Context: an optimization exercise on an open-source flow, tuned for small area and a short achievable clock period. The choices shown serve that exercise and are no tape-out recipe. Where RTL was checked, it was by simulation tests only, not by an equivalence proof against the original. Power and IR drop assume default switching activity.

== the previous run ==
==> flow/design.v (excerpt) <==
module fft_peak_detect #(
  parameter int N_POINTS = 64,
  parameter int DATA_W   = 16,
  parameter int THRESH   = 1024,
  parameter int CONFIRM  = 2,
  parameter int LED_W    = 8,
  localparam int BIN_W   = fft_peak_detect_pkg::fft_bin_w(N_POINTS),
  localparam int MAG_W   = 2*DATA_W+1
) (
  input  logic                 CLOCK_50,
  input  logic                 KEY,
  input  logic                 s_valid,
  input  logic                 s_sop,
  input  logic                 s_eop,
  input  logic signed [DATA_W-1:0] s_re,
  input  logic signed [DATA_W-1:0] s_im,
  output logic                 peak_valid,
  output logic [BIN_W-1:0]     peak_bin,
  output logic [MAG_W-1:0]     peak_mag,
  output logic                 no_signal,
  output logic                 frame_err,
  output logic [LED_W-1:0]     LEDR
);
For scale: ~1200 cells after synthesis.
==> module fft_peak_detect, before the edit <==
module fft_peak_detect #(
  parameter int N_POINTS = 64,
  parameter int DATA_W   = 16,
  parameter int THRESH   = 1024,
  parameter int CONFIRM  = 2,
  parameter int LED_W    = 8,
  localparam int BIN_W   = fft_peak_detect_pkg::fft_bin_w(N_POINTS),
  localparam int MAG_W   = 2*DATA_W+1
) (
  input  logic                 CLOCK_50,
  input  logic                 KEY,
  input  logic                 s_valid,
  input  logic                 s_sop,
  input  logic                 s_eop,
  input  logic signed [DATA_W-1:0] s_re,
  input  logic signed [DATA_W-1:0] s_im,
  output logic                 peak_valid,
  output logic [BIN_W-1:0]     peak_bin,
  output logic [MAG_W-1:0]     peak_mag,
  output logic                 no_signal,
  output logic                 frame_err,
  output logic [LED_W-1:0]     LEDR
);
  logic [1:0]  k1;
  logic [15:0] re1, im1;
  always_ff @(posedge CLOCK_50) begin
    if (KEY) begin
      k1 <= 2'b00;
    end else begin
      k1 <= {s_valid & (s_sop | s_eop), s_valid & ~s_sop};
    end
  end
  always_ff @(posedge CLOCK_50) begin
    re1 <= s_re[15] ? 16'(-s_re) : s_re;
    im1 <= s_im[15] ? 16'(-s_im) : s_im;
  end
  logic [1:0]  k2;
  logic        k2_sop, k2_eop, k2_pl;
  logic [31:0] ms_d, mc_d, ms2, mc2;
  fft_mag_sq_cs u_sq (.a(re1), .b(im1), .s(ms_d), .c(mc_d));
  always_ff @(posedge CLOCK_50) begin
    if (KEY) begin
      k2 <= 2'b00;
    end else begin
      k2 <= k1;
    end
  end
  assign k2_pl  = ~k2[1] &  k2[0];
  assign k2_sop =  k2[1] & ~k2[0];
  assign k2_eop =  k2[1] &  k2[0];
  always_ff @(posedge CLOCK_50) begin
    ms2 <= ms_d;
    mc2 <= mc_d;
  end
  logic        inframe, first, armed;
  logic [5:0]  bin_cnt;
  logic [4:0]  max_bin, cand_bin;
  logic [31:0] max_mag, mag;
  logic        gt, compete, upd, last, good_eop, bad, no_sig_now, confirm;
  logic [31:0] dsum;
  logic [4:0]  pbin;
  logic [31:0] pmag;
  assign peak_bin = {1'b0, pbin};
  assign peak_mag = {1'b0, pmag};
  assign LEDR     = (pbin == 5'd0) ? '0 : LED_W'(1) << pbin[4:2];
  fft_add32 u_add (.a(ms2), .b(mc2), .s(mag));
  logic [31:0] cs_s, cs_c;
  assign cs_s = ms2 ^ mc2 ^ ~max_mag;
  assign cs_c = (ms2 & mc2) | (ms2 & ~max_mag) | (mc2 & ~max_mag);
  assign dsum = cs_s + {cs_c[30:0], 1'b0};
  assign gt   = ~dsum[31] & ~max_mag[31];
  assign last     = (bin_cnt == 6'd63);
  assign compete  = inframe & k2_pl & ~bin_cnt[5];
  assign upd      = compete & (first | gt);
  assign good_eop = inframe & k2_eop & last;
  assign bad      = inframe & (k2_sop | (k2_eop & ~last) | (k2_pl & last));
  assign no_sig_now = ~|max_mag[31:10];
  assign confirm  = armed & (max_bin == cand_bin);
  always_ff @(posedge CLOCK_50) begin
    if (upd) begin
      max_mag <= mag;
      max_bin <= bin_cnt[4:0];
    end
  end
  always_ff @(posedge CLOCK_50) begin
    if (k2_sop)
      bin_cnt <= 6'd1;
    else if (k2_pl)
      bin_cnt <= bin_cnt + 6'd1;
  end
  always_ff @(posedge CLOCK_50) begin
    if (k2_sop)
      first <= 1'b1;
    else if (k2_pl)
      first <= 1'b0;
  end
  always_ff @(posedge CLOCK_50) begin
    if (good_eop & ~no_sig_now)
      cand_bin <= max_bin;
  end
  always_ff @(posedge CLOCK_50) begin
    if (KEY) begin
      inframe    <= 1'b0;
      armed      <= 1'b0;
      peak_valid <= 1'b0;
      pbin       <= '0;
      pmag       <= '0;
      no_signal  <= 1'b0;
      frame_err  <= 1'b0;
    end else begin
      peak_valid <= 1'b0;
      if (k2_sop)
        inframe <= 1'b1;
      else if (inframe & ((k2_eop) | (k2_pl & last)))
        inframe <= 1'b0;
      if (bad)
        frame_err <= 1'b1;
      if (good_eop) begin
        no_signal <= no_sig_now;
        armed     <= ~no_sig_now;
        if (no_sig_now | confirm) begin
          pbin          <= no_sig_now ? 5'd0 : max_bin;
          pmag[31:10]   <= max_mag[31:10];
          pmag[9:0]     <= no_sig_now ? 10'd0 : max_mag[9:0];
          peak_valid    <= 1'b1;
        end
      end
    end
  end
endmodule
Settings: LEC_CHECK=0, CAP_MARGIN=20, CORE_MARGIN=2, CORE_UTILIZATION=40, CTS_BUF_LIST=sky130_fd_sc_hd__clkbuf_4 sky130_fd_sc_hd__clkbuf_8, PLACE_DENSITY=0.6, SETUP_SLACK_MARGIN=4.5, SLEW_MARGIN=20; clock period 8.0 ns.
standard.sh (not shown) runs the stock make flow with config.mk's settings and CLKGATE_MAP_FILE= SYNTH_SCRIPT=/design/flow/synth_recipe.tcl, a recipe that flattens the netlist after the stock synthesis.
==> flow/flow/run.sh <==
#!/bin/bash
# Standard ORFS layout with two changes:
#  1. after the standard synthesis, flow/polarity.py flips full adders
#     (FA(~a,~b,~c) = ~FA(a,b,c)) to remove most inverters between them;
#     registers and everything else are left as synthesis made them;
#  2. the ports are buffered with buf_1 instead of the default pick.
set -euo pipefail
R=orfs/results/sky130hd/fft_peak_detect/base
bash standard.sh synth > synth.log 2>&1
cp $R/1_2_yosys.v $R/1_2_yosys.std.v
python3 flow/polarity.py $R/1_2_yosys.std.v $R/1_2_yosys.v > polarity.log 2>&1
rm -f $R/1_synth.odb
bash standard.sh "BUFFER_PORTS_ARGS=-buffer_cell sky130_fd_sc_hd__buf_1" finish > flow.log 2>&1
Other scripts of this flow, unchanged in this note and not shown: flow/flow/polarity.py
## Diff of input files: the current run against the previous run
diff --git a/flow/design.v b/flow/design.v
--- a/flow/design.v
+++ b/flow/design.v
@@ -682,7 +682,6 @@
   logic [31:0] pmag;
   assign peak_bin = {1'b0, pbin};
   assign peak_mag = {1'b0, pmag};
-  assign LEDR     = (pbin == 5'd0) ? '0 : LED_W'(1) << pbin[4:2];
   fft_add32 u_add (.a(ms2), .b(mc2), .s(mag));
   logic [31:0] cs_s, cs_c;
   assign cs_s = ms2 ^ mc2 ^ ~max_mag;
@@ -727,6 +726,7 @@
       pmag       <= '0;
       no_signal  <= 1'b0;
       frame_err  <= 1'b0;
+      LEDR       <= '0;
     end else begin
       peak_valid <= 1'b0;
       if (k2_sop)
@@ -742,6 +742,7 @@
           pbin          <= no_sig_now ? 5'd0 : max_bin;
           pmag[31:10]   <= max_mag[31:10];
           pmag[9:0]     <= no_sig_now ? 10'd0 : max_mag[9:0];
+          LEDR          <= no_sig_now ? '0 : LED_W'(1) << max_bin[4:2];
           peak_valid    <= 1'b1;
         end
       end
==> comparison <==
The current run: flow completed, timing, DRC and antenna clean
Summary of the current run over the previous run: sequential portion of the cell area higher, initial antenna violation count lower, area growth from synthesis to layout lower, setup slack higher, fraction of power consumed by the clock network higher.
For the previous run, only the layout was checked, not whether the RTL still works.

==> static timing again, ports no longer ideal <==
How much do the figures lean on ideal ports? The routed layouts below were timed once more, with nothing changed but the port constraints. Step 1 sets driving cells, clkbuf_16 on the clock port and buf_2 on the other inputs (assumed; they add their load-dependent delay and slew). Step 2 adds t to the input delays and takes it off the output delays; t is the mean of the earliest and latest rising clock arrival at the registers after step 1. Input paths then give back, and output paths get back, about the clock's delay inside the block. Slacks: ideal ports / drivers / drivers and shift; pairs: ideal ports / drivers.
| run | t (ns) | setup WS [ns] | worst setup path after step 2 | worst slew at a driven data input, ns |
|---|---|---|---|---|
| the previous run | 0.522 | 4.575 / 4.575 / 4.457 | input to register | 0.03 |
| the current run | 0.540 | 4.585 / 4.585 / 4.585 | register to register | 0.03 |
After both steps setup and hold are still met in every run listed. The setup slack of the previous run, which loses most, moves by 0.000 ns with the drivers and by -0.118 ns with both steps.
